Source: an optimization exercise on an open RTL-to-GDS flow (aim: small area, a short achievable clock period and few clock cycles). Production flows keep margins and buffers that such runs may drop. In this exercise RTL edits were held to simulation tests only and were not proved equivalent to the original. Power and IR drop assume default switching activity.

## config.mk

```make
export PLATFORM = sky130hd
export DESIGN_NAME = cnn_conv_top
export DESIGN_NICKNAME = cnn_conv_top
export VERILOG_FILES = /design/flow/design.v
export SDC_FILE = /design/flow/constraint.sdc
export NUM_CORES = 4
export LEC_CHECK = 0
export CAP_MARGIN = 20
export CORE_MARGIN = 2
export CORE_UTILIZATION = 40
export SLEW_MARGIN = 20
```

## constraint.sdc

```tcl
create_clock -name core_clock -period 9.0 [get_ports {clk}]
set_input_delay 1.8000 -clock core_clock [delete_from_list [all_inputs] [get_ports {clk}]]
set_output_delay 1.8000 -clock core_clock [all_outputs]
set_load 0.01 [all_outputs]
```

## design.v

```verilog
`timescale 1ns/1ps
module cnn_conv_top (
    input  logic        clk,
    input  logic        reset,
    input  logic        pix_valid,
    output logic        pix_ready,
    input  logic [7:0]  pix_byte,
    output logic        out_valid,
    input  logic        out_ready,
    output logic [15:0] out_data,
    output logic [2:0]  out_channel,
    output logic        out_last
);
    localparam int IMG   = 28;
    localparam int DEPTH = 2 * IMG + 3;
    logic [7:0]         in_byte;    
    logic               in_full;
    logic [DEPTH*8-1:0] sr;         
    logic [4:0]         row;        
    logic [4:0]         col;
    logic               busy;       
    logic [2:0]         cc;         
    logic [5:0]         oh;         
    logic               win_last;   
    logic               s1v;        
    logic               hold;       
    logic               hold_last;
    logic [2:0]         oc;         
    logic               ov;         
    logic take, push, issue, adv_out, s1_take, feed, is_win, full_nx, busy_nx;
    logic [7:0] q_new;
    assign q_new = 8'(({1'b0, in_byte} + 9'd1) >> 1);
    assign take    = pix_valid && pix_ready;
    assign adv_out = !ov || out_ready;
    assign issue   = adv_out && ((oc[2] && oc[1]) ? hold : s1v);
    assign s1_take = issue && !(oc[2] && oc[1]);
    assign feed    = busy && (!s1v || s1_take);
    assign push    = in_full && !busy;
    assign is_win  = (row >= 5'd2) && (col >= 5'd2);
    assign full_nx = take || (in_full && !push);
    assign busy_nx = push ? is_win : (busy && !(feed && cc == 3'd5));
    always_ff @(posedge clk) begin
        if (!in_full || push) in_byte <= pix_byte;
        if (push) sr <= {sr[(DEPTH-1)*8-1:0], q_new};
    end
    always_ff @(posedge clk) begin
        if (reset) begin
            in_full   <= 1'b0;
            pix_ready <= 1'b1;
            busy      <= 1'b0;
            cc        <= 3'd0;
            oh        <= 6'd1;
            s1v       <= 1'b0;
            hold      <= 1'b0;
            oc        <= 3'd0;
            row       <= 5'd0;
            col       <= 5'd0;
        end else begin
            in_full   <= full_nx;
            busy      <= busy_nx;
            pix_ready <= !full_nx || !busy_nx;
            s1v       <= feed || (s1v && !s1_take);
            if (issue) oc <= oc + 3'd1;
            if (issue && oc == 3'd7) hold <= 1'b0;
            if (feed && cc == 3'd5)  hold <= 1'b1;
            if (push) begin
                cc <= 3'd0;
                oh <= 6'd1;
                if (col == 5'(IMG - 1)) begin
                    col <= 5'd0;
                    row <= (row == 5'(IMG - 1)) ? 5'd0 : row + 5'd1;
                end else begin
                    col <= col + 5'd1;
                end
            end else if (feed) begin
                cc <= cc + 3'd1;
                oh <= {oh[4:0], oh[5]};
            end
        end
    end
    always_ff @(posedge clk) begin
        if (push) win_last <= (row == 5'(IMG - 1)) && (col == 5'(IMG - 1));
        if (feed && cc == 3'd5) hold_last <= win_last;
    end
    logic [7:0] a, b, c, d, e, f, g, h, i;
    assign a = sr[58*8 +: 8];
    assign b = sr[57*8 +: 8];
    assign c = sr[56*8 +: 8];
    assign d = sr[30*8 +: 8];
    assign e = sr[29*8 +: 8];
    assign f = sr[28*8 +: 8];
    assign g = sr[2*8 +: 8];
    assign h = sr[1*8 +: 8];
    assign i = sr[0*8 +: 8];
    logic [8:0]         r1_sa, r1_sb, r1_sc, r1_sd;
    logic signed [8:0]  r1_pn, r1_q4, r1_un, r1_vn6;  
    logic signed [11:0] r1_e12;     
    logic signed [8:0]  r1_em6;     
    logic [9:0]         r2_nac, r2_nbd;
    logic signed [10:0] r2_zz, r2_ww;              
    logic [10:0]        r3_n;
    logic signed [12:0] r4_y;
    logic signed [10:0] r4_v6;
    logic [14:0]        r5_v7;
    logic signed [13:0] n14, y14;
    logic signed [19:0] w7;
    assign n14 = $signed({3'd0, r3_n});
    assign y14 = 14'(r4_y);
    assign w7  = $signed({y14, 7'd50}) - 20'(y14 <<< 1) - 20'(y14);
    always_ff @(posedge clk) begin
        r1_sa  <= {1'b0, a} + {1'b0, i};
        r1_sb  <= {1'b0, b} + {1'b0, h};
        r1_sc  <= {1'b0, c} + {1'b0, g};
        r1_sd  <= {1'b0, d} + {1'b0, f};
        r1_pn  <= $signed({1'b0, i}) - $signed({1'b0, a});
        r1_q4  <= $signed({1'b0, g}) - $signed({1'b0, c}) + 9'sd4;
        r1_un  <= $signed({1'b0, h}) - $signed({1'b0, b});
        r1_vn6 <= $signed({1'b0, f}) - $signed({1'b0, d}) - 9'sd6;
        r1_e12 <= $signed({2'd0, e, 3'd0}) + $signed({3'd0, e, 2'd0}) - 12'sd12;
        r1_em6 <= 9'sd6 - $signed({1'b0, e});
        r2_nac <= {1'b0, r1_sa} + {1'b0, r1_sc};
        r2_nbd <= {1'b0, r1_sb} + {1'b0, r1_sd};
        r2_zz  <= 11'(14'(r1_q4) - (14'(r1_pn) <<< 1));
        r2_ww  <= 11'(14'sd28 - 14'(r1_un) - 14'(r1_vn6));
        r3_n   <= {1'b0, r2_nac} + {1'b0, r2_nbd};
        r4_y   <= 13'((n14 <<< 1) + n14 + 14'(r1_em6));
    end
    always_ff @(posedge clk) begin
        if (!hold) begin
            r4_v6 <= 11'((14'(r1_e12) - n14) >>> 2);
            if (y14 < 14'sd0)          r5_v7 <= 15'd0;
            else if (y14 > 14'sd2096)  r5_v7 <= 15'd32767;
            else                       r5_v7 <= w7[17:3];
        end
    end
    logic signed [13:0] se, si, spn, sq4, sun, svn6, ssb, ssd, szz, sww, oa, ob, oc_;
    assign se   = $signed({6'd0, e});
    assign si   = $signed({6'd0, i});
    assign spn  = 14'(r1_pn);
    assign sq4  = 14'(r1_q4);
    assign sun  = 14'(r1_un);
    assign svn6 = 14'(r1_vn6);
    assign ssb  = $signed({5'd0, r1_sb});
    assign ssd  = $signed({5'd0, r1_sd});
    assign szz  = 14'(r2_zz);
    assign sww  = 14'(r2_ww);
    logic signed [13:0] a0, b0, a1, b1, c1, a2, b2, c2, a3, b3, c3, a4, b4, c4, a5, b5, c5;
    assign a0 = (se <<< 3) | 14'sd1;    assign b0 = ~si;
    assign a1 = sq4 <<< 3;              assign b1 = sun <<< 3;     assign c1 = spn <<< 3;
    assign a2 = (spn <<< 2) | 14'sd1;   assign b2 = ~(sq4 <<< 2);  assign c2 = svn6 <<< 3;
    assign a3 = (se <<< 5) | 14'sd18;   assign b3 = ~(ssb <<< 3);  assign c3 = ~(ssd <<< 3);
    assign a4 = n14;                    assign b4 = ~(se <<< 1);   assign c4 = -14'sd47;
    assign a5 = szz <<< 1;              assign b5 = szz;           assign c5 = sww <<< 1;
    assign oa  = ({14{oh[0]}} & a0) | ({14{oh[1]}} & a1) | ({14{oh[2]}} & a2) |
                 ({14{oh[3]}} & a3) | ({14{oh[4]}} & a4) | ({14{oh[5]}} & a5);
    assign ob  = ({14{oh[0]}} & b0) | ({14{oh[1]}} & b1) | ({14{oh[2]}} & b2) |
                 ({14{oh[3]}} & b3) | ({14{oh[4]}} & b4) | ({14{oh[5]}} & b5);
    assign oc_ = ({14{oh[1]}} & c1) | ({14{oh[2]}} & c2) |
                 ({14{oh[3]}} & c3) | ({14{oh[4]}} & c4) | ({14{oh[5]}} & c5);
    logic [13:0] s1_s, s1_c, csa_s, csa_c;
    assign csa_s = oa ^ ob ^ oc_;
    assign csa_c = ((oa & ob) | (oa & oc_) | (ob & oc_)) << 1;
    always_ff @(posedge clk) begin
        if (feed) begin
            s1_s <= csa_s;
            s1_c <= csa_c;
        end
    end
    logic signed [13:0] t1;
    logic [15:0]        res;
    assign t1 = $signed(s1_s + s1_c);
    always_comb begin
        if (oc == 3'd7)      res = {1'b0, r5_v7};
        else if (oc == 3'd6) res = r4_v6[10] ? 16'd0 : {6'd0, r4_v6[9:0]};
        else                 res = t1[13] ? 16'd0 : {6'd0, t1[12:3]};
    end
    always_ff @(posedge clk) begin
        if (reset) begin
            out_valid <= 1'b0;
            ov        <= 1'b0;
        end else if (adv_out) begin
            out_valid <= issue;
            ov        <= issue;
        end
    end
    always_ff @(posedge clk) begin
        if (adv_out) begin
            out_data    <= res;
            out_channel <= oc;
            out_last    <= (oc == 3'd7) && hold_last;
        end
    end
endmodule
```

## flow/run.sh

```bash
#!/bin/bash
set -o pipefail
cp standard.sh standard.sh.txt
export SETUP_SLACK_MARGIN=6.0
bash standard.sh > standard.log 2>&1
```

## standard.sh

```bash
#!/bin/bash
# synth_recipe.tcl (not shown) runs the flow's synth.tcl, then flattens the netlist and writes it again
# the make line also repeats each setting of config.mk as NAME=value (left out here)
make -C /OpenROAD-flow-scripts/flow DESIGN_CONFIG=/design/flow/config.mk WORK_HOME=/design/flow/orfs CLKGATE_MAP_FILE= SYNTH_SCRIPT=/design/flow/synth_recipe.tcl "${@:-finish}"
```

==> results.txt, run 1 <==
- Seq cells post-synth: 733
- Setup Crit Path Kind: flip-flop to flip-flop
- Mapped Area: 0.0298 mm²
- Grt ovf: 0
- Worst-skew pair later-pin latency: 0.63 ns
- Worst-path cell chain: fa_1, ha_2, fa_2, a21o_1, a21oi_2, buf_4, buf_6, buf_6, buf_6, buf_4, buf_6, buf_4, buf_6, buf_6, buf_6, buf_6, xnor2_2
- Worst min path class: flip-flop to flip-flop
- Row cnt: 100
- First-pass iteration count of the detailed router: 5
- H-tree levels: 3
- Proportion of synthesized area in mux cells: 0.101%
- DR WL met2: 23.8 mm
- Adder-cell share of the synthesized area: 12.5%
- Synth top area cells: edfxtp_1 (56%), dfxtp_1 (12%), ha_1 (9.5%)
- First-pass GRT wire length: 83.5 mm
- Compound-Gate Fraction of Synth Area: 8.01%
- Tot GR Track Use: 13.8%
- Deepest clock path buffer count: 3
- Synthesis warning total: 1
- Ports: 34
- Total negative slack: 0 ns
- Simple-gate share of the synthesized area: 4.10%
- Final worst setup slack: 6.06 ns
- Transition time of the tightest slew-check pin: 1.19 ns
- Crit. End Element: flip-flop
- Largest net degree at the start of global routing: 181
- Worst r2r src: r3_n[1]
- WP buf/inv: 11
- Worst Setup Start Kind: flip-flop
- Clock transition at the registers of the reported paths: 0.06 ns
- Drt total wl: 53.8 mm
- Per-cell routed wire length: 16.9 µm
- Synth top area share: 55.7%
- CP Max Fanout: 4
- Initial drt markers: 1115
- CP Data Arrival Time: 3.45 ns
- Total die area: 0.0767 mm²
- Clock Skews: 0.0175 ns
- Synthesized instance count: 2029
- Initial antenna violation count: 0
- Outcome: timing/DRC/antenna clean
- Seq/Total Area, Yosys: 67.8%
- Pleak: 13.2 nW
- Placeable Area: 0.0741 mm²
- Max incr delay on CP: 0.46 ns
- Hold Path Origin: sr[65]
- WL met1: 26.0 mm
- Max-slew violation count: 0
- WL met3: 2.25 mm
- Fmax: 0.340 GHz
- Fin crit share: 32.6%
- Vias: 15600
- Post-synthesis xor/xnor area fraction: 4.38%
- Syn_area_per_cell: 14.7 µm²
- Routed Antenna Nets: 0
- Max_slew headroom: 20.8%
- DR DRC count: 0
- Main synth FF type: edfxtp_1
- Final hold viol count: 0
- Sequential Area: 0.0202 mm²
- Nets@finish: 2428
- Internal reg-to-reg setup slack: 6.06 ns
- Fin crit period: 2.94 ns
- Power per cell area: 297 mW/mm²
- Ys async rst share: 0%
- RD Place Congestion: 0.878
- Filler cells: 6453
- Die H: 277 µm
- Clock sink count: 733
- Vias in the first global route: 15700
- Worst slack, placed: 5.08 ns
- Number of max-cap violations: 0
- Multi-input gate area: 0.00874 mm²
- Total CTS buffers: 78
- Cell repeated most along the worst path: buf_6
- Yosys cell types: 63
- Die width: 277 µm
- Highest-delay cell along the critical path: fa_1
- CTS tree: built
- Area Overhead vs Synth: 14.9%
- Largest family of logic cells by synthesized area: adder cells
- Post-detail-place hpwl: 35.9 mm
- CP Data Required Time: 9.51 ns
- Commonest non-fill, non-tap cell in the layout: edfxtp_1
- Ant diodes: 0
- Final core utilization: 46.3%
- Input/output buffers: 32
- Synth area leader: edfxtp_1
- Top Layer Used: met4
- Initial core utilization: 40.3%
- Worst path top cell family by delay: adder cells
- Syn Nets: 2312
- Number of flops mapped to enable cells by yosys: 553
- DR vias/cell: 4.90
- Most frequent cells in the layout: edfxtp_1 (553), ha_1 (223), inv_1 (214), dfxtp_1 (171), a21oi_1 (134)
- Peak supply drop: 163 µV
- Setup crit start: r3_n[1]
- Setup-failing EPs final: 0
- CTS root buf: clkbuf_16
- Share of cells above drive strength 1: 9.51%
- Unrepaired setup endpoints after global routing: yes
what timing repair did:
action                     in CTS  in global routing
hold buffers                    0                  0
cloned                          0                  1
setup endpoints to repair      50                103
pin swaps                       4                  9
setup buffers                  13                  6
hold endpoints to repair        0                  0
resized for setup              89                 28
through the flow:
stage                     cell area [µm²]  cells  power, mW  hold WS, ns
after global routing                34300   3177       10.8        0.419
after floorplan                     29800   2029       6.06        0.368
after CTS                           34100   3170       10.2        0.414
after global placement              31400   3014       6.56        0.401
after detailed placement            31400   3014       6.61        0.405
final                               34300   3177       10.2        0.411
metal layers:
metal,vias up,global-route usage [%]
met1,7635,19.3
li1,7521,-
met4,0,5.20
met3,105,2.88
met5,-,0
met2,292,21.2
cell type report:
class / instances / area share (%)
Timing Repair Buffer: 63 / 1.54
Sequential cell: 733 / 59.0
Multi-Input combinational cell: 1050 / 25.5
Inverter: 219 / 2.41
Clock inverter: 50 / 1.97
Clock buffer: 93 / 6.01
Tap cell: 969 / 3.54
registers in the layout, summed over array words and instances (netlist names), 10 cells and up:
register	cells
s1_c	13
s1_s	13
r2_ww	10
r2_nbd	10
out_data	15
r3_n	11
r5_v7	15
r2_zz	11
sr	472
r4_v6	11
r2_nac	10
r4_y	13
r1_e12	10
synth_stat cells (all sizes together) (9+ instances only):
master,n
dfxtp,180
xor2,48
nor2b,11
a22oi,40
and2,9
o211ai,11
edfxtp,553
o21bai,34
buf,9
inv,219
nor2,65
a21o,34
nand3,26
a21oi,136
o21ai,49
ha,226
nand2,91
xnor2,101
clkbuf,18
nor3,13
fa,45
nand2b,10
cell families after synthesis:
kind of cell    after synthesis
flops                       733
compound gates              366
fa+ha+maj                   271
simple gates                260
buf+inv                     246
xor+xnor                    149
mux                           3
other cells                   1
worst register-to-register path: cells and delay by family, from the launching register on:
family / cells / cell delay, ns
fa+ha+maj: 3 / 1.03
buf+inv: 11 / 1.00
compound gates: 2 / 0.39
flops: 1 / 0.36
xor+xnor: 1 / 0.06
worst paths after layout:
check	endpoint	depth (start not counted)
max	r4_y[5]	17
min	sr[73]	0
max reg2reg	r4_y[5]	17
min reg2reg	sr[73]	0
power by group:
part,internal (mW),leakage [nW],switching [mW],total (mW)
registers,4.01,6.53,0.208,4.22
clock network,2.05,1.32,1.32,3.37
logic,1.23,5.38,1.36,2.60
Testbench counts, summed over its fixed seeds: cycles 43,940.
==> inputs of run 2 (changes only) <==
==> flow/run.sh (replaced) <==
#!/bin/bash
set -o pipefail
cp standard.sh standard.sh.txt
export SETUP_SLACK_MARGIN=6.3
bash standard.sh > standard.log 2>&1
--- a/config.mk
+++ b/config.mk
@@ -8,4 +8,6 @@
 export CAP_MARGIN = 20
 export CORE_MARGIN = 2
 export CORE_UTILIZATION = 40
+export CTS_CLUSTER_DIAMETER = 90
+export CTS_CLUSTER_SIZE = 26
 export SLEW_MARGIN = 20
==> results.txt, run 2 <==
- Share of cells above drive strength 1: 8.42%
- Setup-failing EPs final: 0
- Setup Crit Path Kind: flip-flop to output pin
- Max incr delay on CP: 0.38 ns
- Power per cell area: 265 mW/mm²
- Clock transition at the registers of the reported paths: 0.10 ns
- Outcome: timing/DRC/antenna clean
- Drt total wl: 52.6 mm
- Pleak: 12.5 nW
- Fmax: 0.344 GHz
- CP Data Required Time: 7.20 ns
- Yosys cell types: 63
- Placeable Area: 0.0741 mm²
- Top reg by flops: sr
- Final Non-Filler Cells: 3108
- Initial drt markers: 1117
- Seq/Total Area, Yosys: 67.8%
- Initial antenna violation count: 1
- Vias: 15200
- Peak supply drop: 195 µV
- Clock Skews: 0.0242 ns
- Total negative slack: 0 ns
- Switching portion of total power: 30.5%
- Seq pwr share: 48.4%
- Synth top area share: 55.7%
- First-pass iteration count of the detailed router: 7
- CP Max Fanout: 1
- DR vias/cell: 4.90
- Synth area leader: edfxtp_1
- Internal reg-to-reg setup slack: 6.19 ns
- Fin crit share: 32.3%
- CTS tree: built
- Number of flops mapped to enable cells by yosys: 553
- Clock sink count: 733
- Row cnt: 100
- Seq cells post-synth: 733
- WP buf/inv: 1
- Sw power: 2.66 mW
- CP Data Arrival Time: 1.11 ns
- Commonest cells post-synth: edfxtp_1 (553), ha_1 (226), inv_1 (219), dfxtp_1 (180), a21oi_1 (134)
- Highest-delay cell along the critical path: edfxtp_1
- Combinational Power Share: 30.1%
- Worst min path class: flip-flop to flip-flop
- Synth top area cells: edfxtp_1 (56%), dfxtp_1 (12%), ha_1 (9.5%)
- Worst-path cell chain: buf_2
- Total die area: 0.0767 mm²
- Max FFs per register: 472
- Synthesized instance count: 2029
- Nets@finish: 2395
- Final hold viol count: 0
- CTS root buf: clkbuf_16
- Grt ovf: 0
- Placed cell count: 3011
- Clock share of power: 21.4%
- Fin crit period: 2.91 ns
- Ys async rst share: 0%
- Commonest non-fill, non-tap cell in the layout: edfxtp_1
- Pint: 6.06 mW
- Most frequent cells in the layout: edfxtp_1 (553), ha_1 (220), inv_1 (210), dfxtp_1 (161), a21oi_1 (127)
- Syn_area_per_cell: 14.7 µm²
- Synthesis warning total: 1
- Per-cell routed wire length: 16.9 µm
- Post-detail-place hpwl: 35.2 mm
- Tot GR Track Use: 13.5%
- Largest net degree at the start of global routing: 183
- Main synth FF type: edfxtp_1
- Worst Setup Start Kind: flip-flop
- Ports: 34
- Die H: 277 µm
- Max_slew headroom: 31.0%
- Total CTS buffers: 36
- Max-slew violation count: 0
- Top Registers: sr x472, out_data x15, r5_v7 x15
- Transition time of the tightest slew-check pin: 1.03 ns
- Input/output buffers: 32
- Initial core utilization: 40.3%
- Mapped Area: 0.0298 mm²
- First-pass GRT wire length: 82.4 mm
- Worst path top cell family by delay: flip-flops
- Deepest clock path buffer count: 3
- Number of max-cap violations: 0
- Unrepaired setup endpoints after global routing: yes
- Die width: 277 µm
- Routed Antenna Nets: 0
- Area Overhead vs Synth: 10.3%
- Ant diodes: 0
- Syn Nets: 2312
- Crit. End Element: output pin
- DR DRC count: 0
- Vias in the first global route: 15400
- H-tree levels: 2
- Most frequent cell after synthesis: edfxtp_1
- RD Place Congestion: 0.848
- Worst-skew pair later-pin latency: 0.59 ns
-- run 2: final timing paths --
path | start | endpoint | cells after the start
worst max-delay path | out_last | out_last | 1
worst min-delay path | sr[379] | sr[387] | 0
worst max register to register | r4_y[2] | r5_v7[13] | 9
worst min register to register | sr[379] | sr[387] | 0
-- run 2: what timing repair did --
action | 4_1_cts | 5_1_grt
pin swaps | 12 | 7
gates cloned | 2 | 2
gates resized for setup | 126 | 20
setup buffers | 14 | 14
setup endpoints to repair | 363 | 270
hold buffers | 0 | 0
-- run 2: metrics by stage --
stage / worst slack, ns / total power, mW / instance area (µm²) / utilization [%] / hold WS (ns)
5_1_grt: 6.01 / 9.26 / 32900 / 44.4 / 0.422
3_5_place_dp: 5.03 / 6.59 / 31400 / 42.3 / 0.405
2_1_floorplan: 0.555 / 6.07 / 29900 / - / 0.368
4_1_cts: 6.05 / 8.73 / 32700 / 44.1 / 0.421
3_3_place_gp: 5.07 / 6.54 / 31400 / 42.3 / 0.400
6_report: 6.09 / 8.72 / 32900 / 44.4 / 0.419
-- run 2: layer usage --
layer  routed length (µm)  global-route usage (%)  vias to the layer above
met1                25500                    18.8                     7513
met2                24200                    22.2                      244
met5                    0                       0                        -
li1                     -                       -                     7406
met3                 1800                    1.79                       73
met4                 1230                    3.97                        0
-- run 2: area by class of cell --
cell class              instances  area, µm²
inverters                     219        840
repair buffers                 70        604
fillers                      6559      41200
clock buffers                  54        980
flip-flops and latches        733      20200
repair inverters                2       13.8
multi-input cells            1050       8860
well taps                     969       1210
clock inverters                11        134
-- run 2: power groups by stage --
stage	clock, mW	combinational, mW	sequential, mW
finish	1.87	2.63	4.23
global route	2.05	2.95	4.26
CTS	1.95	2.54	4.23
detailed placement	0	2.29	4.30
global placement	0	2.25	4.29
floorplan	0	1.86	4.21
-- run 2: logic make-up (layout without fill, tap and decap cells) --
kind of cell	after synthesis	count (layout)	share of synthesized area [%]
xor gates and xnor gates	149	149	4.38
buffers and inverters	246	356	3.11
AOI/OAI and AO/OA	366	366	8.01
DFF	733	733	67.8
adders and majority gates	271	271	12.5
muxes	3	3	0.101
other	1	1	0.0126
and+or+nand+nor	260	260	4.10
==> inputs of run 3 (changes only) <==
--- a/config.mk
+++ b/config.mk
@@ -8,6 +8,6 @@
 export CAP_MARGIN = 20
 export CORE_MARGIN = 2
 export CORE_UTILIZATION = 40
-export CTS_CLUSTER_DIAMETER = 90
-export CTS_CLUSTER_SIZE = 26
+export CTS_CLUSTER_DIAMETER = 60
+export CTS_CLUSTER_SIZE = 30
 export SLEW_MARGIN = 20
==> results.txt, run 3 <==
- Die H: 277 µm
- Fmax: 0.343 GHz
- Worst Setup Start Kind: flip-flop
- Die width: 277 µm
- Synth top area share: 55.7%
- Vias in the first global route: 15300
- Clock sink count: 733
- Clock transition at the registers of the reported paths: 0.09 ns
- RD Place Congestion: 0.848
- Worst-skew pair later-pin latency: 0.62 ns
- Most frequent cells in the layout: edfxtp_1 (553), ha_1 (220), inv_1 (209), dfxtp_1 (160), a21oi_1 (127)
- Synthesis warning total: 1
- Placeable Area: 0.0741 mm²
- Initial drt markers: 1255
- Main synth FF type: edfxtp_1
- Worst r2r src: r3_n[1]
- Worst-path cell chain: buf_2
- GR peak layer: met2
- CP Data Arrival Time: 1.12 ns
- Fin crit period: 2.92 ns
- Largest net degree at the start of global routing: 183
- CP Max Fanout: 1
- Clock Skews: 0.0336 ns
- Fin crit share: 32.4%
- Synth area leader: edfxtp_1
- Max FFs per register: 472
- Crit. End Element: output pin
- Top Registers: sr x472, out_data x15, r5_v7 x15
- Area Overhead vs Synth: 12.3%
- Yosys cell types: 63
- Max-slew violation count: 0
- First-pass iteration count of the detailed router: 9
- WP buf/inv: 1
- Ys async rst share: 0%
- CTS root buf: clkbuf_16
- Initial antenna violation count: 1
- Tot GR Track Use: 13.5%
- Drt total wl: 52.4 mm
- CTS tree: built
- Seq/Total Area, Yosys: 67.8%
- Syn_area_per_cell: 14.7 µm²
- Setup Crit Path Kind: flip-flop to output pin
- Ant diodes: 0
- Critical path depth: 1
- DR DRC count: 0
- Worst min path class: flip-flop to flip-flop
- Ports: 34
- Internal reg-to-reg setup slack: 6.24 ns
- Post-detail-place hpwl: 35.2 mm
- Number of flops mapped to enable cells by yosys: 553
- Synthesized instance count: 2029
- Most frequent cell after synthesis: edfxtp_1
- Vias: 15300
- Power per cell area: 277 mW/mm²
- Placed cell count: 3011
- Max_slew headroom: 32.0%
- GRT met3 Usage: 1.97%
- Total die area: 0.0767 mm²
- Max incr delay on CP: 0.38 ns
- DR vias/cell: 4.89
- Nets@finish: 2410
- Setup crit start: out_last
- Share of cells above drive strength 1: 10.2%
- Total CTS buffers: 45
- Worst Setup EP: out_last
- Unrepaired setup endpoints after global routing: yes
- Number of max-cap violations: 0
- R2R cell count: 10
- Final hold viol count: 0
- Top reg by flops: sr
- Row cnt: 100
- Per-cell routed wire length: 16.7 µm
- Initial core utilization: 40.3%
- Peak supply drop: 211 µV
- Routed Antenna Nets: 0
- First-pass GRT wire length: 82.1 mm
- Grt ovf: 0
- CP Data Required Time: 7.20 ns
- Worst path top cell family by delay: flip-flops
- Met2 usage: 22.0%
- Input/output buffers: 32
- Transition time of the tightest slew-check pin: 1.01 ns
- Filler cells: 6489
- Commonest non-fill, non-tap cell in the layout: edfxtp_1
- Final Non-Filler Cells: 3132
- R2R Path End: r4_y[11]
- H-tree levels: 2
- Deepest clock path buffer count: 3
- Setup-failing EPs final: 0
- Seq cells post-synth: 733
- Highest-delay cell along the critical path: edfxtp_1
- GRT met1 Usage: 18.7%
- Mapped Area: 0.0298 mm²
- Total negative slack: 0 ns
- Commonest cells post-synth: edfxtp_1 (553), ha_1 (226), inv_1 (219), dfxtp_1 (180), a21oi_1 (134)
- Outcome: timing/DRC/antenna clean
- Pleak: 12.8 nW
- Synth top area cells: edfxtp_1 (56%), dfxtp_1 (12%), ha_1 (9.5%)
- Syn Nets: 2312
==> run 3: cell counts after synthesis <==
Identical to the previous run, type by type.
==> run 3: worst min path at each step <==
stage,cells past startpoint,start,endpoint
floorplan,0,r1_q4[0],r2_zz[0]
global placement,0,r1_q4[0],r2_zz[0]
detailed placement,0,sr[144],sr[152]
CTS,0,sr[298],sr[306]
global route,0,sr[298],sr[306]
finish,0,r1_q4[0],r2_zz[0]
==> run 3: final cells by class <==
class	instances	area [µm²]	area share (%)
Sequential cell	733	20200	60.5
Multi-Input combinational cell	1050	8860	26.5
Tap cell	969	1210	3.62
Clock buffer	49	1190	3.56
Inverter	219	842	2.51
Timing Repair Buffer	76	653	1.95
Clock inverter	34	462	1.38
Timing Repair inverter	2	13.8	0.0411
==> run 3: repair_timing <==
| item | CTS | global route |
|---|---|---|
| pin swaps | 13 | 11 |
| gates resized for setup | 126 | 26 |
| cloned | 2 | 2 |
| hold buffers | 0 | 0 |
| setup buffers | 14 | 20 |
| endpoints found under the setup margin | 362 | 270 |
==> run 3: logic make-up after synthesis <==
family | count (synthesis) | share of synthesized area (%)
flops | 733 | 67.8
simple gates | 260 | 4.10
fa+ha+maj | 271 | 12.5
compound gates | 366 | 8.01
other cells | 1 | 0.0126
buf+inv | 246 | 3.11
mux | 3 | 0.101
xor+xnor | 149 | 4.38
==> run 3: where the power goes <==
group | switching, mW | leakage [nW] | total [mW] | internal, mW
clock network | 1.24 | 0.807 | 2.35 | 1.11
logic | 1.40 | 5.49 | 2.69 | 1.29
registers | 0.215 | 6.53 | 4.23 | 4.01
==> run 3: stage by stage <==
stage / power (mW) / setup WS [ns] / hold slack, ns / area, µm² / util (%)
2_1_floorplan: 6.07 / 0.555 / 0.368 / 29900 / -
3_3_place_gp: 6.54 / 5.07 / 0.400 / 31400 / 42.3
3_5_place_dp: 6.59 / 5.03 / 0.405 / 31400 / 42.3
4_1_cts: 9.22 / 6.04 / 0.412 / 33200 / 44.8
5_1_grt: 9.83 / 6.03 / 0.401 / 33500 / 45.2
6_report: 9.28 / 6.08 / 0.411 / 33500 / 45.2
==> run 3: layer usage <==
metal | vias to the layer above | routed length, µm
li1 | 7472 | -
met3 | 77 | 1930
met5 | - | 0
met2 | 240 | 23900
met4 | 0 | 1240
met1 | 7535 | 25400
==> inputs of run 4 (changes only) <==
--- a/config.mk
+++ b/config.mk
@@ -8,6 +8,6 @@
 export CAP_MARGIN = 20
 export CORE_MARGIN = 2
 export CORE_UTILIZATION = 40
-export CTS_CLUSTER_DIAMETER = 60
+export CTS_CLUSTER_DIAMETER = 100
 export CTS_CLUSTER_SIZE = 30
 export SLEW_MARGIN = 20
==> results.txt, run 4 <==
- Commonest cells post-synth: edfxtp_1 (553), ha_1 (226), inv_1 (219), dfxtp_1 (180), a21oi_1 (134)
- Mapped Area: 0.0298 mm²
- Syn_area_per_cell: 14.7 µm²
- Top reg by flops: sr
- Ant diodes: 0
- Ports: 34
- Worst slack, placed: 5.03 ns
- Initial antenna violation count: 1
- Most frequent cells in the layout: edfxtp_1 (553), ha_1 (220), inv_1 (209), dfxtp_1 (161), a21oi_1 (127)
- Highest-delay cell along the critical path: edfxtp_1
- Filler cells: 6577
- Total CTS buffers: 29
- Unrepaired setup endpoints after global routing: yes
- Input/output buffers: 32
- H-tree levels: 1
- Die width: 277 µm
- Grt ovf: 0
- Share of cells above drive strength 1: 8.11%
- WP buf/inv: 1
- Placeable Area: 0.0741 mm²
- Per-cell routed wire length: 16.8 µm
- Setup-failing EPs final: 0
- Nets@finish: 2392
- Most frequent cell after synthesis: edfxtp_1
- Fmax: 0.338 GHz
- Final worst setup slack: 6.04 ns
- Clock sink count: 733
- Worst path top cell family by delay: flip-flops
- First-pass GRT wire length: 81.7 mm
- Synth top area share: 55.7%
- Initial drt markers: 1142
- Initial core utilization: 40.3%
- Peak supply drop: 222 µV
- Worst-path cell chain: buf_2
- Ys async rst share: 0%
- Routed Antenna Nets: 0
- Syn Nets: 2312
- Seq/Total Area, Yosys: 67.8%
- Fin crit period: 2.96 ns
- CTS root buf: clkbuf_16
- Largest net degree at the start of global routing: 183
- Final hold viol count: 0
- Synth top area cells: edfxtp_1 (56%), dfxtp_1 (12%), ha_1 (9.5%)
- CP Max Fanout: 1
- CP Data Arrival Time: 1.16 ns
- Yosys cell types: 63
- CTS hold repair buffers: 0
- Pleak: 12.5 nW
- WL met1: 25.5 mm
- Main synth FF type: edfxtp_1
- First-pass iteration count of the detailed router: 5
- Synthesized instance count: 2029
- Number of max-cap violations: 0
- WL met3: 1.47 mm
- Max-slew violation count: 0
- Top Layer Used: met4
- Max_slew headroom: 30.7%
- CTS tree: built
- Top Registers: sr x472, out_data x15, r5_v7 x15
- Number of flops mapped to enable cells by yosys: 553
- DR DRC count: 0
- Vias in the first global route: 15300
- Fin crit share: 32.9%
- Vias: 15100
- Post-detail-place hpwl: 35.2 mm
- Outcome: timing/DRC/antenna clean
- Synth area leader: edfxtp_1
- Power per cell area: 262 mW/mm²
- Deepest clock path buffer count: 3
- Drt total wl: 52.1 mm
- CP Data Required Time: 7.20 ns
- Worst-skew pair later-pin latency: 0.64 ns
- Transition time of the tightest slew-check pin: 1.03 ns
- DR vias/cell: 4.88
- Total negative slack: 0 ns
- DR WL met2: 24.0 mm
- Max incr delay on CP: 0.38 ns
- Crit. End Element: output pin
- Setup Crit Path Kind: flip-flop to output pin
- Worst min path class: flip-flop to flip-flop
- Max FFs per register: 472
- Worst Setup Start Kind: flip-flop
- Area Overhead vs Synth: 9.77%
- Seq cells post-synth: 733
- Synthesis warning total: 1
- Clock Skews: 0.0270 ns
- Die H: 277 µm
- Clock transition at the registers of the reported paths: 0.11 ns
- Total die area: 0.0767 mm²
- RD Place Congestion: 0.848
- Tot GR Track Use: 13.3%
- Row cnt: 100
- Commonest non-fill, non-tap cell in the layout: edfxtp_1
==> run 4: cell counts after synthesis <==
Identical to the previous run, type by type.
==> run 4: report_power, final <==
group | switching [mW] | leakage [nW] | internal, mW | total [mW]
Clock | 1.00 | 0.455 | 0.679 | 1.68
Sequential | 0.215 | 6.53 | 4.01 | 4.23
Combinational | 1.40 | 5.48 | 1.28 | 2.68
==> run 4: area by class of cell <==
class,count,area [µm²],area share [%]
clock inverters,7,101,0.310
well taps,969,1210,3.70
repair buffers,74,638,1.95
flip-flops and latches,733,20300,61.9
multi-input cells,1050,8860,27.1
repair inverters,2,11.3,0.0344
inverters,219,842,2.57
clock buffers,47,818,2.50
==> run 4: path summary, 6_finish.rpt <==
path	slack [ns]	cells after the start	startpoint	endpoint
hold reg to reg	0.42	0	r1_q4[0]	r2_zz[0]
setup reg to reg	6.24	10	r3_n[1]	r4_y[11]
hold / removal	0.42	0	r1_q4[0]	r2_zz[0]
setup / recovery	6.04	1	out_last	out_last
==> run 4: repair_timing <==
action / in CTS / in global routing
pin swaps: 13 / 7
setup endpoints to repair: 363 / 255
buffers inserted: 14 / 18
gates resized for setup: 127 / 24
hold endpoints to repair: 0 / 0
gates cloned: 2 / 2
==> run 4: metrics by stage <==
step | util [%] | area, µm² | hold slack [ns] | cells | power, mW
2_1_floorplan | - | 29900 | 0.368 | 2029 | 6.07
3_3_place_gp | 42.3 | 31400 | 0.400 | 3011 | 6.54
3_5_place_dp | 42.3 | 31400 | 0.405 | 3011 | 6.59
4_1_cts | 43.9 | 32500 | 0.421 | 3081 | 8.53
5_1_grt | 44.2 | 32700 | 0.434 | 3101 | 9.12
6_report | 44.2 | 32700 | 0.421 | 3101 | 8.59
==> run 4: routing by layer <==
| metal | GRT usage, % | vias to the layer above |
|---|---|---|
| met5 | 0 | - |
| li1 | - | 7397 |
| met2 | 22.1 | 206 |
| met1 | 18.8 | 7468 |
| met4 | 3.37 | 0 |
| met3 | 1.43 | 54 |
==> run 4: worst reg2reg max path: stages, from the launching register on <==
cell       delay [ns]
dfxtp_4          0.39
fa_1             0.46
ha_2             0.20
fa_2             0.36
a21o_1           0.19
a21oi_2          0.14
nor2b_1          0.06
o21a_1           0.23
o41ai_4          0.25
mux2i_1          0.14
a2111oi_2        0.23
==> run 4: cells by family after synthesis <==
group	count (synthesis)	synth area share [%]
flip-flops	733	67.8
adder cells (fa/ha/maj)	271	12.5
multiplexers	3	0.101
AND/OR/NAND/NOR	260	4.10
AO/OA/AOI/OAI	366	8.01
buffers and inverters	246	3.11
XOR/XNOR	149	4.38
other	1	0.0126
==> inputs of run 5 (changes only) <==
--- a/config.mk
+++ b/config.mk
@@ -8,6 +8,4 @@
 export CAP_MARGIN = 20
 export CORE_MARGIN = 2
 export CORE_UTILIZATION = 40
-export CTS_CLUSTER_DIAMETER = 100
-export CTS_CLUSTER_SIZE = 30
 export SLEW_MARGIN = 20
==> results.txt, run 5 <==
- Outcome: timing/DRC/antenna clean
- CP Data Arrival Time: 1.13 ns
- WP buf/inv: 1
- Peak supply drop: 220 µV
- Post-detail-place hpwl: 35.2 mm
- Tot GR Track Use: 14.0%
- Highest-delay cell along the critical path: edfxtp_1
- Die H: 277 µm
- Share of cells above drive strength 1: 11.1%
- Worst-skew pair later-pin latency: 0.63 ns
- CP Data Required Time: 7.20 ns
- Filler cells: 6477
- Post-route cell area: 0.0343 mm²
- Transition time of the tightest slew-check pin: 1.01 ns
- CP Max Fanout: 1
- Unrepaired setup endpoints after global routing: yes
- First-pass iteration count of the detailed router: 5
- Placed instance area: 0.0314 mm²
- Nets@finish: 2437
- Multi-input gate area: 0.00885 mm²
- Setup-failing EPs final: 0
- Grt ovf: 0
- Clock Skews: 0.0315 ns
- Worst Setup Start Kind: flip-flop
- Drt total wl: 53.8 mm
- Total negative slack: 0 ns
- Fin crit period: 2.93 ns
- Synthesized instance count: 2029
- Number of flops mapped to enable cells by yosys: 553
- Placeable Area: 0.0741 mm²
- RD Place Congestion: 0.848
- Fmax: 0.342 GHz
- Largest net degree at the start of global routing: 183
- First-pass GRT wire length: 84.5 mm
- Total die area: 0.0767 mm²
- Top Registers: sr x472, out_data x15, r5_v7 x15
- Clock transition at the registers of the reported paths: 0.06 ns
- Commonest non-fill, non-tap cell in the layout: edfxtp_1
- Max FFs per register: 472
- Clock sink count: 733
- Max_slew headroom: 32.4%
- Initial core utilization: 40.3%
- Top reg by flops: sr
- CTS hold repair buffers: 0
- Worst path top cell family by delay: flip-flops
- Max incr delay on CP: 0.37 ns
- Synth area leader: edfxtp_1
- H-tree levels: 3
- Ys async rst share: 0%
- Final core utilization: 46.2%
- Worst min path class: flip-flop to flip-flop
- Vias: 15500
- Main synth FF type: edfxtp_1
- Synthesis warning total: 1
- Syn Nets: 2312
- Crit. End Element: output pin
- Synth top area share: 55.7%
- Most frequent cells in the layout: edfxtp_1 (553), ha_1 (220), inv_1 (209), dfxtp_1 (163), a21oi_1 (129)
- Sequential Area: 0.0202 mm²
- Deepest clock path buffer count: 3
- Per-cell routed wire length: 16.9 µm
- DR vias/cell: 4.88
- Routed Antenna Nets: 0
- Initial drt markers: 1213
- Mapped Area: 0.0298 mm²
- Most frequent cell after synthesis: edfxtp_1
- Die width: 277 µm
- DR DRC count: 0
- Initial antenna violation count: 1
- Hold WS: 0.403 ns
- Vias in the first global route: 15800
- CTS tree: built
- Pleak: 13.2 nW
- Synth top area cells: edfxtp_1 (56%), dfxtp_1 (12%), ha_1 (9.5%)
- Power per cell area: 292 mW/mm²
- Worst-path cell chain: buf_2
- Seq cells post-synth: 733
- CTS root buf: clkbuf_16
- Syn_area_per_cell: 14.7 µm²
- Total CTS buffers: 76
- Ports: 34
- Fin crit share: 32.5%
- Yosys cell types: 63
- Max-slew violation count: 0
- Overall power: 10.0 mW
- Setup Crit Path Kind: flip-flop to output pin
- Input/output buffers: 32
- Row cnt: 100
- Seq/Total Area, Yosys: 67.8%
- Number of max-cap violations: 0
- Area Overhead vs Synth: 14.9%
- Ant diodes: 0
- Final hold viol count: 0
- Commonest cells post-synth: edfxtp_1 (553), ha_1 (226), inv_1 (219), dfxtp_1 (180), a21oi_1 (134)
## run 5: what timing repair did
item                                    4_1_cts  5_1_grt
pin swaps                                    14        6
resized for setup                           125       19
setup buffers                                14       16
cloned                                        2        2
endpoints found under the setup margin      362      255
## run 5: per-layer routing
metal / routed length [µm] / global-route usage, %
met1: 25900 / 19.1
met2: 24500 / 22.4
met3: 2240 / 2.88
met4: 1240 / 4.60
met5: 0 / 0
## run 5: layout make-up
cell class,instances,area share [%]
timing repair buffer,72,1.82
sequential,733,59.1
clock inverter,47,1.29
multi-input combinational,1050,25.8
clock buffer,94,5.93
tap,969,3.54
timing repair inverter,2,0.0329
inverter,219,2.46
## run 5: final timing paths
kind | startpoint | end | slack (ns) | cells after the start
worst min-delay path | sr[75] | sr[83] | 0.40 | 0
worst max register to register | r4_y[9] | r5_v7[13] | 6.18 | 10
worst min register to register | sr[75] | sr[83] | 0.40 | 0
worst max-delay path | out_last | out_last | 6.07 | 1
## run 5: logic make-up (layout without fill, tap and decap cells)
logic type / count (synthesis) / after routing / share of synthesized area [%]
other: 1 / 1 / 0.0126
muxes: 3 / 3 / 0.101
and+or+nand+nor: 260 / 260 / 4.10
buffers and inverters: 246 / 434 / 3.11
xor gates and xnor gates: 149 / 149 / 4.38
DFF: 733 / 733 / 67.8
AOI/OAI and AO/OA: 366 / 366 / 8.01
adders and majority gates: 271 / 271 / 12.5
## run 5: through the flow
step                std cells  setup WS, ns
finish                   3186          6.07
global route             3186          6.02
CTS                      3168          6.04
detailed placement       3011          5.03
global placement         3011          5.07
floorplan                2029         0.555
## run 5: power by group
part / leakage (nW) / switching [mW] / internal, mW
combinational: 5.47 / 1.41 / 1.28
sequential: 6.53 / 0.217 / 4.02
clock: 1.20 / 1.32 / 1.77
==> inputs of run 6 (changes only) <==
--- a/config.mk
+++ b/config.mk
@@ -7,5 +7,7 @@
 export LEC_CHECK = 0
 export CAP_MARGIN = 20
 export CORE_MARGIN = 2
-export CORE_UTILIZATION = 40
+export CORE_UTILIZATION = 50
+export CTS_CLUSTER_DIAMETER = 90
+export CTS_CLUSTER_SIZE = 26
 export SLEW_MARGIN = 20
==> results.txt, run 6 <==
- Outcome: timing/DRC/antenna clean
- Max_slew headroom: 45.2%
- Initial antenna violation count: 2
- Worst-path cell chain: buf_2
- Synthesis warning total: 1
- Commonest cells post-synth: edfxtp_1 (553), ha_1 (226), inv_1 (219), dfxtp_1 (180), a21oi_1 (134)
- Setup Crit Path Kind: flip-flop to output pin
- Tot GR Track Use: 17.3%
- Seq cells post-synth: 733
- Vias in the first global route: 15200
- Highest-delay cell along the critical path: edfxtp_1
- Syn_area_per_cell: 14.7 µm²
- Setup crit start: out_channel[2]
- Worst path top cell family by delay: flip-flops
- Hold Path Origin: sr[146]
- Crit. End Element: output pin
- Total die area: 0.0616 mm²
- Max incr delay on CP: 0.37 ns
- H-tree levels: 2
- Most frequent cells in the layout: edfxtp_1 (553), ha_1 (220), inv_1 (209), dfxtp_1 (166), a21oi_1 (131)
- Overall power: 8.71 mW
- Pleak: 12.6 nW
- Fmax: 0.344 GHz
- Placeable Area: 0.0590 mm²
- CP Data Arrival Time: 1.10 ns
- Deepest clock path buffer count: 3
- Drt total wl: 52.1 mm
- Commonest non-fill, non-tap cell in the layout: edfxtp_1
- Fin crit share: 32.3%
- DR vias/cell: 5.22
- Synth top area cells: edfxtp_1 (56%), dfxtp_1 (12%), ha_1 (9.5%)
- Setup-failing EPs final: 0
- Worst-skew pair later-pin latency: 0.59 ns
- Peak supply drop: 366 µV
- Worst Setup Start Kind: flip-flop
- Max-slew violation count: 0
- Top Registers: sr x472, out_data x15, r5_v7 x15
- Unrepaired setup endpoints after global routing: yes
- Clock transition at the registers of the reported paths: 0.10 ns
- RD Place Congestion: 0.857
- Worst min path class: flip-flop to flip-flop
- WP buf/inv: 1
- Number of flops mapped to enable cells by yosys: 553
- Initial drt markers: 1057
- Share of cells above drive strength 1: 8.25%
- Synth top area share: 55.7%
- DR DRC count: 0
- Routed Antenna Nets: 0
- Mapped Area: 0.0298 mm²
- CTS root buf: clkbuf_16
- Ports: 34
- Seq/Total Area, Yosys: 67.8%
- Row cnt: 89
- Filler cells: 4800
- Sequential Area: 0.0202 mm²
- Syn Nets: 2312
- Nets@finish: 2399
- Area Overhead vs Synth: 9.69%
- First-pass GRT wire length: 81.9 mm
- Synthesized instance count: 2029
- Max FFs per register: 472
- First-pass iteration count of the detailed router: 5
- Ant diodes: 0
- Clock sink count: 733
- Power per cell area: 266 mW/mm²
- Clock Skews: 0.0217 ns
- Most frequent cell after synthesis: edfxtp_1
- Final hold viol count: 0
- CP Max Fanout: 1
- Die H: 248 µm
- Initial core utilization: 50.5%
- Largest net degree at the start of global routing: 132
- Fin crit period: 2.90 ns
- Main synth FF type: edfxtp_1
- Ys async rst share: 0%
- Total CTS buffers: 37
- CTS tree: built
- Transition time of the tightest slew-check pin: 0.821 ns
- Number of max-cap violations: 0
- Vias: 15200
- Per-cell routed wire length: 17.9 µm
- Total negative slack: 0 ns
- Worst r2r src: r4_y[9]
- Post-detail-place hpwl: 35.0 mm
- Grt ovf: 0
- Top reg by flops: sr
- Input/output buffers: 32
- Die width: 248 µm
- Multi-input gate area: 0.00884 mm²
- Yosys cell types: 63
- CP Data Required Time: 7.20 ns
- Synth area leader: edfxtp_1
run 6: cells by family (layout without fill, tap and decap cells):
kind of cell               after synthesis  count (layout)  share of synthesized area [%]
buffers and inverters                  246             362                           3.11
and+or+nand+nor                        260             260                           4.10
adders and majority gates              271             271                           12.5
other                                    1               1                         0.0126
xor gates and xnor gates               149             149                           4.38
muxes                                    3               3                          0.101
DFF                                    733             733                           67.8
AOI/OAI and AO/OA                      366             366                           8.01
run 6: what timing repair did:
action,CTS,global route
buffers inserted,12,16
endpoints found under the setup margin,336,143
pin swaps,16,14
hold buffers,0,0
resized for setup,120,19
gates cloned,4,1
run 6: final timing paths:
kind	slack, ns	depth (start not counted)	end
setup / recovery	6.10	1	out_channel[2]
hold / removal	0.42	0	sr[154]
setup reg to reg	6.18	10	r5_v7[13]
hold reg to reg	0.42	0	sr[154]
run 6: per-layer routing:
layer  vias up  GRT usage (%)  part of all wire, %  wire, µm
li1       7430              -                    -         -
met2       254           28.0                   47     24200
met1      7470           24.4                   47     24700
met3        80           2.45                  3.5      1810
met5         -              0                    0         0
met4         0           5.06                  2.6      1330
run 6: area by class of cell:
cell class,instances,area share [%]
Multi-Input combinational cell,1050,27.0
Inverter,219,2.57
Tap cell,773,2.96
Sequential cell,733,61.9
Timing Repair inverter,4,0.0880
Clock inverter,11,0.402
Timing Repair Buffer,71,1.90
Clock buffer,57,3.19
run 6: power breakdown:
group	leakage, nW	total, mW	internal, mW	switching (mW)
clock	0.566	1.91	0.842	1.07
sequential	6.53	4.22	4.01	0.215
combinational	5.47	2.57	1.24	1.33
total	12.6	8.71	6.09	2.62
run 6: per-stage QoR:
step	std cells	setup WS [ns]	instance area [µm²]	hold WS, ns	utilization (%)
global placement	2816	5.09	31100	0.401	52.8
detailed placement	2816	5.00	31100	0.404	52.8
floorplan	2029	0.555	29900	0.368	-
finish	2918	6.10	32700	0.415	55.4
CTS	2900	6.05	32500	0.419	55.0
global route	2918	6.00	32700	0.430	55.4
==> inputs of run 7 (changes only) <==
--- a/design.v
+++ b/design.v
@@ -94,13 +94,13 @@
     assign i = sr[0*8 +: 8];
     logic [8:0]         r1_sa, r1_sb, r1_sc, r1_sd;
     logic signed [8:0]  r1_pn, r1_q4, r1_un, r1_vn6;  
-    logic signed [11:0] r1_e12;     
-    logic signed [8:0]  r1_em6;     
+    logic signed [9:0]  r1_e3;      
+    logic signed [7:0]  r1_em6;     
     logic [9:0]         r2_nac, r2_nbd;
-    logic signed [10:0] r2_zz, r2_ww;              
+    logic signed [9:0]  r2_zz, r2_ww;              
     logic [10:0]        r3_n;
     logic signed [12:0] r4_y;
-    logic signed [10:0] r4_v6;
+    logic signed [9:0]  r4_v6;
     logic [14:0]        r5_v7;
     logic signed [13:0] n14, y14;
     logic signed [19:0] w7;
@@ -116,18 +116,18 @@
         r1_q4  <= $signed({1'b0, g}) - $signed({1'b0, c}) + 9'sd4;
         r1_un  <= $signed({1'b0, h}) - $signed({1'b0, b});
         r1_vn6 <= $signed({1'b0, f}) - $signed({1'b0, d}) - 9'sd6;
-        r1_e12 <= $signed({2'd0, e, 3'd0}) + $signed({3'd0, e, 2'd0}) - 12'sd12;
-        r1_em6 <= 9'sd6 - $signed({1'b0, e});
+        r1_e3  <= $signed({1'b0, e, 1'b0}) + $signed({2'd0, e}) - 10'sd3;
+        r1_em6 <= 8'(9'sd6 - $signed({1'b0, e}));
         r2_nac <= {1'b0, r1_sa} + {1'b0, r1_sc};
         r2_nbd <= {1'b0, r1_sb} + {1'b0, r1_sd};
-        r2_zz  <= 11'(14'(r1_q4) - (14'(r1_pn) <<< 1));
-        r2_ww  <= 11'(14'sd28 - 14'(r1_un) - 14'(r1_vn6));
+        r2_zz  <= 10'(14'(r1_q4) - (14'(r1_pn) <<< 1));
+        r2_ww  <= 10'(14'sd28 - 14'(r1_un) - 14'(r1_vn6));
         r3_n   <= {1'b0, r2_nac} + {1'b0, r2_nbd};
         r4_y   <= 13'((n14 <<< 1) + n14 + 14'(r1_em6));
     end
     always_ff @(posedge clk) begin
         if (!hold) begin
-            r4_v6 <= 11'((14'(r1_e12) - n14) >>> 2);
+            r4_v6 <= 10'(((14'(r1_e3) <<< 2) - n14) >>> 2);
             if (y14 < 14'sd0)          r5_v7 <= 15'd0;
             else if (y14 > 14'sd2096)  r5_v7 <= 15'd32767;
             else                       r5_v7 <= w7[17:3];
@@ -171,7 +171,7 @@
     assign t1 = $signed(s1_s + s1_c);
     always_comb begin
         if (oc == 3'd7)      res = {1'b0, r5_v7};
-        else if (oc == 3'd6) res = r4_v6[10] ? 16'd0 : {6'd0, r4_v6[9:0]};
+        else if (oc == 3'd6) res = r4_v6[9] ? 16'd0 : {7'd0, r4_v6[8:0]};
         else                 res = t1[13] ? 16'd0 : {6'd0, t1[12:3]};
     end
     always_ff @(posedge clk) begin
--- a/config.mk
+++ b/config.mk
@@ -7,7 +7,7 @@
 export LEC_CHECK = 0
 export CAP_MARGIN = 20
 export CORE_MARGIN = 2
-export CORE_UTILIZATION = 50
-export CTS_CLUSTER_DIAMETER = 90
-export CTS_CLUSTER_SIZE = 26
+export CORE_UTILIZATION = 60
+export CTS_CLUSTER_DIAMETER = 70
+export CTS_CLUSTER_SIZE = 24
 export SLEW_MARGIN = 20
==> results.txt, run 7 <==
- Outcome: timing/DRC/antenna clean
- Synthesis warning total: 1
- Fin crit period: 2.90 ns
- Max incr delay on CP: 0.37 ns
- Initial drt markers: 1055
- Setup Crit Path Kind: flip-flop to output pin
- Top reg by flops: sr
- First-pass iteration count of the detailed router: 5
- Largest net degree at the start of global routing: 104
- Worst-path cell chain: buf_2
- Post-detail-place hpwl: 34.2 mm
- Critical path depth: 1
- CP Data Arrival Time: 1.10 ns
- Peak supply drop: 204 µV
- Fin crit share: 32.2%
- Top Registers: sr x472, out_data x15, r5_v7 x15
- Nets@finish: 2367
- Syn Nets: 2285
- Number of flops mapped to enable cells by yosys: 552
- Drt total wl: 50.5 mm
- Commonest cells post-synth: edfxtp_1 (552), ha_1 (223), inv_1 (214), dfxtp_1 (177), a21oi_1 (134)
- R2R cell count: 10
- Die width: 226 µm
- Synthesized instance count: 2005
- Clock transition at the registers of the reported paths: 0.09 ns
- Post-route cell area: 0.0325 mm²
- Placed cell count: 2679
- Clock Skews: 0.0343 ns
- Total die area: 0.0511 mm²
- Highest-delay cell along the critical path: edfxtp_1
- Worst Hold Path Cells: 0
- Synth area leader: edfxtp_1
- Final core utilization: 66.5%
- Most frequent cell after synthesis: edfxtp_1
- Initial core utilization: 60.6%
- Filler cells: 3560
- Number of max-cap violations: 0
- Worst path top cell family by delay: flip-flops
- DR DRC count: 0
- Setup-failing EPs final: 0
- Grt ovf: 0
- Power per cell area: 268 mW/mm²
- Max_slew headroom: 22.2%
- Yosys cell types: 67
- Die H: 226 µm
- CTS tree: built
- Transition time of the tightest slew-check pin: 1.17 ns
- Final worst setup slack: 6.10 ns
- Multi-input gate area: 0.00879 mm²
- Placed instance area: 0.0307 mm²
- Max-slew violation count: 0
- CP Data Required Time: 7.20 ns
- Syn_area_per_cell: 14.8 µm²
- Final Non-Filler Cells: 2783
- Row cnt: 81
- Most frequent cells in the layout: edfxtp_1 (552), ha_1 (210), inv_1 (201), dfxtp_1 (154), a21oi_1 (129)
- DR vias/cell: 5.40
- Final hold viol count: 0
- Mapped Area: 0.0296 mm²
- Vias: 15000
- Worst Setup Start Kind: flip-flop
- CTS root buf: clkbuf_16
- Share of cells above drive strength 1: 9.58%
- Area Overhead vs Synth: 9.86%
- Ys async rst share: 0%
- WP buf/inv: 1
- Fmax: 0.345 GHz
- Deepest clock path buffer count: 3
- Synth top area cells: edfxtp_1 (56%), dfxtp_1 (12%), ha_1 (9.4%)
- Total negative slack: 0 ns
- Routed Antenna Nets: 0
- Placeable Area: 0.0488 mm²
- Seq cells post-synth: 729
- CTS hold repair buffers: 0
- CP Max Fanout: 1
- Input/output buffers: 32
- Initial antenna violation count: 0
- Vias in the first global route: 14600
- H-tree levels: 2
- Unrepaired setup endpoints after global routing: yes
- Crit. End Element: output pin
- Pleak: 12.4 nW
- RD Place Congestion: 0.860
- Tot GR Track Use: 20.0%
- Worst min path class: flip-flop to flip-flop
- Per-cell routed wire length: 18.1 µm
- Sequential Area: 0.0202 mm²
- Seq/Total Area, Yosys: 68.0%
- Main synth FF type: edfxtp_1
- Max FFs per register: 472
- Ports: 34
- Commonest non-fill, non-tap cell in the layout: edfxtp_1
- Ant diodes: 0
- Synth top area share: 56.0%
- Worst slack, placed: 4.99 ns
- Clock sink count: 729
- Worst-skew pair later-pin latency: 0.60 ns
- First-pass GRT wire length: 77.9 mm
- Total CTS buffers: 40
run 7: changes by cell type after synthesis, moves of 5 or more:
| cell | delta |
|---|---|
| xor2_1 | -5 |
| inv_1 | -5 |
| a21o_1 | -5 |
| o21a_1 | +5 |
| a22oi_1 | -10 |
| nand2_1 | -6 |
run 7: per-layer routing:
metal / vias up / global-route usage, % / wire length (µm)
met2: 275 / 31.6 / 23200
met3: 75 / 2.59 / 1900
met1: 7347 / 29.1 / 24000
met5: - / 0 / 0
met4: 0 / 6.58 / 1350
li1: 7344 / - / -
run 7: through the flow:
stage	hold slack, ns	total power, mW
after global routing	0.426	9.24
final	0.420	8.70
after detailed placement	0.405	6.50
after global placement	0.401	6.46
after floorplan	0.367	5.96
after CTS	0.419	8.57
run 7: cells by family after synthesis:
group	share of synthesized area, %
fa+ha+maj	12.5
other cells	0.0127
simple gates	4.06
xor+xnor	4.23
compound gates	8.06
flops	68.0
mux	0.101
buf+inv	3.07
run 7: where the power goes:
group | leakage, nW | internal, mW | switching [mW]
Combinational | 5.29 | 1.19 | 1.34
Sequential | 6.49 | 4.00 | 0.197
Clock | 0.624 | 0.919 | 1.06
run 7: worst paths after layout:
path | from | end | slack (ns)
max reg2reg | r3_n[1] | r4_y[11] | 6.18
min | sr[270] | sr[278] | 0.42
max | out_data[1] | out_data[1] | 6.10
min reg2reg | sr[270] | sr[278] | 0.42
run 7: layout make-up:
class | instances | area share (%)
well taps | 664 | 2.56
multi-input cells | 1035 | 27.0
inverters | 215 | 2.55
repair inverters | 1 | 0.0346
clock buffers | 57 | 3.50
clock inverters | 17 | 0.466
repair buffers | 65 | 1.79
flip-flops and latches | 729 | 62.1
run 7: what timing repair did:
action | in CTS | in global routing
gates resized for setup | 118 | 53
gates cloned | 3 | 0
setup endpoints to repair | 372 | 74
buffers inserted | 13 | 14
pin swaps | 17 | 24
Testbench counts of run 7, summed over its fixed seeds: cycles 43,940.
==> inputs of run 8 (changes only) <==
==> flow/run.sh (replaced) <==
#!/bin/bash
set -o pipefail
cp standard.sh standard.sh.txt
export SETUP_SLACK_MARGIN=6.1
bash standard.sh > standard.log 2>&1
--- a/config.mk
+++ b/config.mk
@@ -7,7 +7,7 @@
 export LEC_CHECK = 0
 export CAP_MARGIN = 20
 export CORE_MARGIN = 2
-export CORE_UTILIZATION = 60
-export CTS_CLUSTER_DIAMETER = 70
-export CTS_CLUSTER_SIZE = 24
+export CORE_UTILIZATION = 50
+export CTS_CLUSTER_DIAMETER = 90
+export CTS_CLUSTER_SIZE = 26
 export SLEW_MARGIN = 20
==> results.txt, run 8 <==
- Vias in the first global route: 14700
- Power per cell area: 259 mW/mm²
- Worst Hold Path Cells: 0
- Area Overhead vs Synth: 8.41%
- Worst-skew pair later-pin latency: 0.58 ns
- Critical path depth: 1
- Total negative slack: 0 ns
- DR vias/cell: 5.17
- Combinational Power Share: 27.7%
- CTS root buf: clkbuf_16
- Die H: 247 µm
- Initial antenna violation count: 1
- Input/output buffers: 32
- Clock Skews: 0.0354 ns
- Max incr delay on CP: 0.37 ns
- Commonest non-fill, non-tap cell in the layout: edfxtp_1
- Largest net degree at the start of global routing: 170
- Vias: 14800
- Worst slack, placed: 4.88 ns
- Sw power: 2.50 mW
- Top Registers: sr x472, out_data x15, r5_v7 x15
- Nets@finish: 2349
- CP Data Required Time: 7.20 ns
- Top reg by flops: sr
- Synth top area cells: edfxtp_1 (56%), dfxtp_1 (12%), ha_1 (9.4%)
- Most frequent cells in the layout: edfxtp_1 (552), ha_1 (221), inv_1 (210), dfxtp_1 (167), a21oi_1 (134)
- R2R cell count: 10
- Seq cells post-synth: 729
- Crit. End Element: output pin
- Peak supply drop: 352 µV
- Mapped Area: 0.0296 mm²
- Commonest cells post-synth: edfxtp_1 (552), ha_1 (223), inv_1 (214), dfxtp_1 (177), a21oi_1 (134)
- First-pass iteration count of the detailed router: 5
- Overall power: 8.32 mW
- Ys async rst share: 0%
- Number of max-cap violations: 0
- Top Layer Used: met4
- Synthesized instance count: 2005
- Share of cells above drive strength 1: 6.06%
- Switching portion of total power: 30.1%
- CP Data Arrival Time: 1.09 ns
- Final worst setup slack: 6.11 ns
- Max FFs per register: 472
- Ports: 34
- Placeable Area: 0.0588 mm²
- WP buf/inv: 1
- Clock transition at the registers of the reported paths: 0.10 ns
- Synth area leader: edfxtp_1
- Row cnt: 89
- Number of flops mapped to enable cells by yosys: 552
- Setup-failing EPs final: 0
- Tot GR Track Use: 16.7%
- Max-slew violation count: 0
- Fin crit period: 2.89 ns
- Worst Setup Start Kind: flip-flop
- Fin crit share: 32.1%
- Setup Crit Path Kind: flip-flop to output pin
- Unrepaired setup endpoints after global routing: yes
- Pleak: 12.2 nW
- H-tree levels: 2
- Final hold viol count: 0
- Synth top area share: 56.0%
- Highest-delay cell along the critical path: edfxtp_1
- Syn Nets: 2285
- Max_slew headroom: 34.8%
- Initial drt markers: 1046
- Total CTS buffers: 36
- CP Max Fanout: 1
- Yosys cell types: 67
- CTS hold repair buffers: 0
- Per-cell routed wire length: 17.7 µm
- Drt total wl: 50.8 mm
- RD Place Congestion: 0.840
- Most frequent cell after synthesis: edfxtp_1
- WL met3: 1.86 mm
- DR DRC count: 0
- Syn_area_per_cell: 14.8 µm²
- Worst min path class: flip-flop to flip-flop
- Seq/Total Area, Yosys: 68.0%
- Post-detail-place hpwl: 34.6 mm
- Deepest clock path buffer count: 3
- Grt ovf: 0
- Seq pwr share: 50.3%
- Die width: 247 µm
- Worst-path cell chain: buf_2
- Pint: 5.81 mW
- Worst path top cell family by delay: flip-flops
- Outcome: timing/DRC/antenna clean
- Fmax: 0.346 GHz
- Total die area: 0.0611 mm²
- First-pass GRT wire length: 79.4 mm
- DR WL met2: 22.7 mm
- Clock sink count: 729
- Main synth FF type: edfxtp_1
- Routed Antenna Nets: 0
- CTS tree: built
- Transition time of the tightest slew-check pin: 0.976 ns
- Initial core utilization: 50.3%
- Synthesis warning total: 1
- Clock share of power: 22.0%
- WL met1: 25.1 mm
run 8: cell count changes in the layout (fill, tap and decap cells not counted), sizes merged:
cell,change
bufbuf,-1
dlymetal6s2s,+1
clkbuf,-1
dlygate4sd2,-1
clkinv,-6
buf,-15
diode,+2
clkinvlp,-3
inv,+2
run 8: power groups by stage:
stage | clock (mW) | combinational [mW] | sequential (mW)
2_1_floorplan | 0 | 1.77 | 4.19
3_3_place_gp | 0 | 2.20 | 4.26
3_5_place_dp | 0 | 2.26 | 4.26
4_1_cts | 1.91 | 2.28 | 4.19
5_1_grt | 2.01 | 2.60 | 4.22
6_report | 1.83 | 2.30 | 4.18
run 8: area by class of cell:
cell class	instances	area [µm²]
timing repair buffer	50	442
clock buffer	55	993
multi-input combinational	1035	8600
sequential	729	20100
tap	773	967
timing repair inverter	2	16.3
antenna	2	5.00
fill	4830	26700
inverter	215	827
clock inverter	9	87.6
run 8: logic make-up after synthesis:
family	Yosys count	share of synthesized area, %
compound gates	365	8.06
other cells	1	0.0127
simple gates	255	4.06
buf+inv	241	3.07
xor+xnor	143	4.23
flops	729	68.0
mux	3	0.101
fa+ha+maj	268	12.5
run 8: worst reg2reg max path, stage by stage, from the launching register on:
cell and delay [ns]:
dfxtp_4 0.37, fa_1 0.46, ha_2 0.21, fa_2 0.36, a21o_1 0.17, a21oi_2 0.16, o21bai_1 0.11, a2111o_1 0.39
a31o_1 0.20, a21oi_2 0.13, xor2_1 0.14
run 8: final timing paths:
kind                       start        endpoint  slack (ns)
hold reg to reg          sr[164]         sr[172]        0.41
setup / recovery  out_channel[1]  out_channel[1]        6.11
setup reg to reg         r3_n[1]        r4_y[11]        6.23
hold / removal           sr[164]         sr[172]        0.41
run 8: repair_timing:
item                       in CTS  in global routing
pin swaps                       2                 11
setup buffers                   1                  8
resized for setup             103                 11
cloned                          2                  2
setup endpoints to repair     253                133
run 8: through the flow:
| stage | area, µm² | util, % | hold WS, ns | cells |
|---|---|---|---|---|
| final | 32100 | 54.6 | 0.413 | 2870 |
| after global routing | 32100 | 54.6 | 0.414 | 2868 |
| after CTS | 31900 | 54.3 | 0.408 | 2857 |
| after detailed placement | 30900 | 52.5 | 0.405 | 2790 |
| after global placement | 30900 | 52.5 | 0.401 | 2790 |
| after floorplan | 29600 | - | 0.367 | 2005 |
run 8: layer usage:
layer	up-vias	global-route usage [%]
li1	7284	-
met1	7249	24.6
met2	241	26.2
met3	57	2.44
met5	-	0
met4	0	4.42

==> static timing again, ports no longer ideal <==
Ports are ideal in the flow. The routed layouts listed here were re-timed in OpenROAD.
Step 1 (the two cells are an assumption about what drives the block):
set clk [get_ports {clk}]
set_driving_cell -lib_cell sky130_fd_sc_hd__clkbuf_16 $clk
set_driving_cell -lib_cell sky130_fd_sc_hd__buf_2 [delete_from_list [all_inputs] $clk]
Step 2, shift: input delay + t, output delay - t, t = (earliest + latest rising clock arrival at the registers) / 2. This alone moves slack from input paths to output paths.
Three values: ideal ports, drivers, drivers and shift; two values: the first two.
run	shift t [ns]	setup WS [ns]	worst slew at a driven data input, ns
run 1	0.678	6.062 / 6.007 / 5.452	0.03
run 2	0.640	6.090 / 6.032 / 5.920	0.03
run 3	0.659	6.084 / 6.025 / 5.903	0.03
run 4	0.692	6.039 / 5.977 / 5.925	0.03
run 5	0.670	6.074 / 6.013 / 5.937	0.03
run 6	0.640	6.096 / 6.039 / 5.933	0.03
run 7	0.643	6.104 / 6.045 / 5.738	0.03
run 8	0.621	6.107 / 6.047 / 5.592	0.03
After both steps setup and hold are still met in every run listed. The setup slack of run 1, which loses most, moves by -0.055 ns with the drivers and by -0.610 ns with both steps.
